What follows belongs to an exercise in optimizing a design on an open flow for small area and a short achievable clock period; a production flow would make more cautious choices. RTL that was checked went through simulation tests only; none was proved equivalent to the original. The flow treats the clock pin as an ideal source. Dropping or thinning the clock tree relies on that and would not hold on a real chip. No activity file was given, so power comes from the tool's default toggle rates.

Design dma_write, start of the top module:
module dma_write (
    input  logic                              s_axi4l,
    input  logic                              rst,
    input  logic [8-1:0]   axi4l_awaddr,
    input  logic                              axi4l_awvalid,
    output logic                              axi4l_awready,
    input  dma_write_pkg::axi4l_data_t        axi4l_wdata,
    input  dma_write_pkg::axi4l_strb_t        axi4l_wstrb,
    input  logic                              axi4l_wvalid,
    output logic                              axi4l_wready,
    output dma_write_pkg::resp_t              axi4l_bresp,
    output logic                              axi4l_bvalid,
    input  logic                              axi4l_bready,
    input  logic [8-1:0]   axi4l_araddr,
    input  logic                              axi4l_arvalid,
    output logic                              axi4l_arready,
    output dma_write_pkg::axi4l_data_t        axi4l_rdata,
    output dma_write_pkg::resp_t              axi4l_rresp,
    output logic                              axi4l_rvalid,
    input  logic                              axi4l_rready,
    input  dma_write_pkg::data_t              axi4s_tdata,
    input  logic                              axi4s_tvalid,
    output logic                              axi4s_tready,
    output dma_write_pkg::id_t                m_awid,
    output dma_write_pkg::addr_t              m_awaddr,
    output dma_write_pkg::len_t               m_awlen,
    output logic                              m_awvalid,
    input  logic                              m_awready,
    output dma_write_pkg::data_t              m_wdata,
    output logic                              m_wlast,
    output logic                              m_wvalid,
    input  logic                              m_wready,
    input  dma_write_pkg::resp_t              m_bresp,
    input  logic                              m_bvalid,
    output logic                              m_bready
);
==> flow/config.mk <==
export PLATFORM = sky130hd
export DESIGN_NAME = dma_write
export DESIGN_NICKNAME = dma_write
export VERILOG_FILES = /design/flow/design.v
export SDC_FILE = /design/flow/constraint.sdc
export NUM_CORES = 4
export LEC_CHECK = 0
export CAP_MARGIN = 20
export CORE_MARGIN = 2
export CORE_UTILIZATION = 55
export SETUP_SLACK_MARGIN = 1.35
export SLEW_MARGIN = 20
==> flow/constraint.sdc <==
create_clock -name core_clock -period 3.2 [get_ports {s_axi4l}]
set_input_delay 0.6400 -clock core_clock [delete_from_list [all_inputs] [get_ports {s_axi4l}]]
set_output_delay 0.6400 -clock core_clock [all_outputs]
set_load 0.01 [all_outputs]
standard.sh (not shown) runs the stock make flow with config.mk's settings and CLKGATE_MAP_FILE= SYNTH_SCRIPT=/design/flow/synth_recipe.tcl, a recipe that flattens the netlist after the stock synthesis.
==> flow/flow/run.sh <==
#!/bin/bash
# Own layout flow: the standard ORFS flow with these changes:
#  * plain buf_2 cells as the port buffers (buffer_ports would pick delay cells);
#  * a two-level clock tree (flow/manual_tree.tcl) in place of TritonCTS: the
#    clock port feeds 4 root clkbuf_16 beside it, each root feeds the leaf
#    clkbuf_16 of one quarter of the die, each leaf a balanced group of sinks;
#  * the clock port pinned to the middle of the left edge (flow/io.tcl).
# ORFS's scripts are copied into the work folder and cts.tcl is replaced by
# flow/cts.tcl, which differs only in calling manual_tree.tcl.
# Each tool's full output goes to a log file in this folder (make_flow.log,
# and ORFS's own per-step logs under orfs/logs).
set -euo pipefail
W=$(pwd)
rm -rf "$W/orfs_scripts"
cp -r "$FLOW_HOME/scripts" "$W/orfs_scripts"
cp "$W/flow/cts.tcl" "$W/flow/manual_tree.tcl" "$W/orfs_scripts/"
export MANUAL_CTS=1 MT_CLK_PORT=s_axi4l MT_ROOT_DEPTH=2 MT_LEAF_DEPTH=4
export MT_ROOT_BUF=sky130_fd_sc_hd__clkbuf_16 MT_LEAF_BUF=sky130_fd_sc_hd__clkbuf_16
export PRE_IO_PLACEMENT_TCL="$W/flow/io.tcl"
bash standard.sh "SCRIPTS_DIR=$W/orfs_scripts" \
  "BUFFER_PORTS_ARGS=-buffer_cell sky130_fd_sc_hd__buf_2" finish > make_flow.log 2>&1
Other scripts of this flow, unchanged in this note and not shown: flow/flow/cts.tcl, flow/flow/io.tcl, flow/flow/manual_tree.tcl
Next try:
- SETUP_SLACK_MARGIN: 1.35 -> 1.3
Flip-flop and latch count does not change.
Cell area decreases slightly.
Core utilization decreases by 0.25 points.
Wire length decreases slightly.
Power barely changes.
First-iteration DRC count increases by a little under a tenth.
Worst setup slack degrades by 0.012 ns.
Global-route usage decreases by 0.47 points.
Final cell count decreases slightly.
No run of this note takes its clock network from TritonCTS; it comes from the design's own scripts or RTL.

========
dma_write, a different RTL version from the one above (not shown whole).
Size: about 3700 cells after synthesis, roughly 1800 flip-flops, roughly 280 I/O pins.
clock: 3.2 ns
lec_check: 0
cap_margin: 20
core_margin: 2
core_utilization: 65
place_density: 0.72
setup_slack_margin: 1.2
slew_margin: 20
==> flow/flow/run.sh <==
#!/bin/bash
# Own layout flow: the standard ORFS flow with two changes:
#  * plain buf_2 cells as the port buffers (buffer_ports would pick delay cells);
#  * a two-level clock tree (flow/manual_tree.tcl) in place of TritonCTS: the
#    clock port feeds 4 root clkbuf_16 beside it, each root feeds the leaf
#    clkbuf_16 of one quarter of the die, each leaf a balanced group of sinks.
# ORFS's scripts are copied into the work folder and cts.tcl is replaced by
# flow/cts.tcl, which differs only in calling manual_tree.tcl.
# Each tool's full output goes to a log file in this folder (make_flow.log,
# and ORFS's own per-step logs under orfs/logs).
set -euo pipefail
W=$(pwd)
rm -rf "$W/orfs_scripts"
cp -r "$FLOW_HOME/scripts" "$W/orfs_scripts"
cp "$W/flow/cts.tcl" "$W/flow/manual_tree.tcl" "$W/orfs_scripts/"
export MANUAL_CTS=1 MT_CLK_PORT=s_axi4l MT_ROOT_DEPTH=2 MT_LEAF_DEPTH=4
export MT_ROOT_BUF=sky130_fd_sc_hd__clkbuf_16 MT_LEAF_BUF=sky130_fd_sc_hd__clkbuf_16
bash standard.sh "SCRIPTS_DIR=$W/orfs_scripts" \
  "BUFFER_PORTS_ARGS=-buffer_cell sky130_fd_sc_hd__buf_2" finish > make_flow.log 2>&1
Other scripts of this flow, unchanged in this note and not shown: flow/flow/cts.tcl, flow/flow/manual_tree.tcl
Then changed:
- CORE_UTILIZATION: 65 -> 55
- PLACE_DENSITY: 0.72 -> default
- SETUP_SLACK_MARGIN: 1.2 -> 1.4
Result: First-iteration DRC count drops by 9.5%. Worst setup slack gets better by 44 ps. Wire length climbs by 19%.
In every run of this note, the design's own scripts or RTL, not TritonCTS, make the clock network.

========
dma_write, a different RTL version from the one above (not shown whole).
For scale: roughly 4100 cells after synthesis, roughly 1800 flip-flops, roughly 280 I/O pins, about 65000 um^2 of cells after synthesis.
clock: 3.2 ns
lec_check: 0
cap_margin: 20
core_margin: 2
core_utilization: 55
cts_cluster_diameter: 120
cts_cluster_size: 24
setup_slack_margin: 1.0
slew_margin: 20
==> flow/flow/run.sh <==
#!/bin/bash
set -euo pipefail
bash standard.sh "BUFFER_PORTS_ARGS=-buffer_cell sky130_fd_sc_hd__buf_2" finish > make_flow.log 2>&1
Change:
SETUP_SLACK_MARGIN = 1.3   (was 1.0)
Outcome:
- The new run completed without violations
- total power rises slightly
- final area rises by a few percent
- area after synthesis is unchanged
- final cell count is higher by a few percent
- global-route usage came out higher by 1.9 points
- clock-buffer cell count is unchanged
- routed wire length increases by a little under a tenth
- die area stays the same
- critical path depth stays the same
- sequential cell count is unchanged
No functional check of the RTL was part of any run of this note.

========
dma_write, a different RTL version from the one above (not shown whole).
For scale: ~3800 cells after synthesis, about 65000 um2 of cells after synthesis.
export LEC_CHECK = 0
export CAP_MARGIN = 20
export CORE_MARGIN = 2
export CORE_UTILIZATION = 55
export SETUP_SLACK_MARGIN = 1.4
export SLEW_MARGIN = 20
create_clock -name core_clock -period 3.2 [get_ports {s_axi4l}]
==> flow/flow/run.sh <==
#!/bin/bash
# Own layout flow: the standard ORFS flow with these changes:
#  * plain buf_2 cells as the port buffers (buffer_ports would pick delay cells);
#  * a two-level clock tree (flow/manual_tree.tcl) in place of TritonCTS: the
#    clock port feeds 4 root clkbuf_16 beside it, each root feeds the leaf
#    clkbuf_16 of one quarter of the die, each leaf a balanced group of sinks;
#  * the clock port pinned to the middle of the left edge (flow/io.tcl).
# ORFS's scripts are copied into the work folder and cts.tcl is replaced by
# flow/cts.tcl, which differs only in calling manual_tree.tcl.
# Each tool's full output goes to a log file in this folder (make_flow.log,
# and ORFS's own per-step logs under orfs/logs).
set -euo pipefail
W=$(pwd)
rm -rf "$W/orfs_scripts"
cp -r "$FLOW_HOME/scripts" "$W/orfs_scripts"
cp "$W/flow/cts.tcl" "$W/flow/manual_tree.tcl" "$W/orfs_scripts/"
export MANUAL_CTS=1 MT_CLK_PORT=s_axi4l MT_ROOT_DEPTH=2 MT_LEAF_DEPTH=4
export MT_ROOT_BUF=sky130_fd_sc_hd__clkbuf_16 MT_LEAF_BUF=sky130_fd_sc_hd__clkbuf_16
export PRE_IO_PLACEMENT_TCL="$W/flow/io.tcl"
bash standard.sh "SCRIPTS_DIR=$W/orfs_scripts" \
  "BUFFER_PORTS_ARGS=-buffer_cell sky130_fd_sc_hd__buf_2" finish > make_flow.log 2>&1
Other scripts of this flow, unchanged in this note and not shown: flow/flow/cts.tcl, flow/flow/io.tcl, flow/flow/manual_tree.tcl
The first run finished with timing, DRC and antenna clean.
Rerun with:
--- a/flow/config.mk
+++ b/flow/config.mk
@@ -9,4 +9,4 @@
 export CORE_MARGIN = 2
 export CORE_UTILIZATION = 55
-export SETUP_SLACK_MARGIN = 1.4
+export SETUP_SLACK_MARGIN = 1.2
 export SLEW_MARGIN = 20
Effect:
- core utilization goes down by 1.4 points
- sequential share of layout area goes up by 1.5 points
- critical path depth goes up by 9
- wire length goes down by 3.5%
- synthesized cell count does not change
- die area does not change
- setup slack degrades by 0.063 ns
- clock power barely changes
In every run of this note, the design's own scripts or RTL, not TritonCTS, make the clock network.

==> separate check: timing with driven ports <==
No port has a modelled driver above. Below, the same layouts with a new extraction and two added sets of constraints.
Step 1, drivers: a clkbuf_16 drives s_axi4l and a buf_2 each remaining input, both assumed.
Step 2, shift: input delay + t, output delay - t, t = (earliest + latest rising clock arrival at the registers) / 2. This alone moves slack from input paths to output paths.
a / b / c = ideal ports / drivers / drivers and shift; a / b = the first two.
run | t, ns | setup slack, ns | clock arrival spread, ns
the first run of note 1 | 0.592 | 1.334 / 1.322 / 1.033 | 0.069 / 0.069
the second run of note 1 | 0.589 | 1.322 / 1.302 / 1.013 | 0.049 / 0.049
the first run of note 2 | 0.591 | 1.183 / 1.183 / 0.926 | 0.078 / 0.078
the second run of note 2 | 0.599 | 1.228 / 1.215 / 0.802 | 0.079 / 0.079
the first run of note 3 | 0.768 | 0.691 / 0.691 / 0.196 | 0.033 / 0.033
the second run of note 3 | 0.771 | 0.744 / 0.744 / 0.278 | 0.024 / 0.024
the first run of note 4 | 0.584 | 1.291 / 1.238 / 0.845 | 0.052 / 0.051
the second run of note 4 | 0.581 | 1.228 / 1.228 / 0.816 | 0.051 / 0.051
After both steps setup and hold are still met in every run listed. The setup slack of the first run of note 3, which loses most, moves by 0.000 ns with the drivers and by -0.495 ns with both steps.
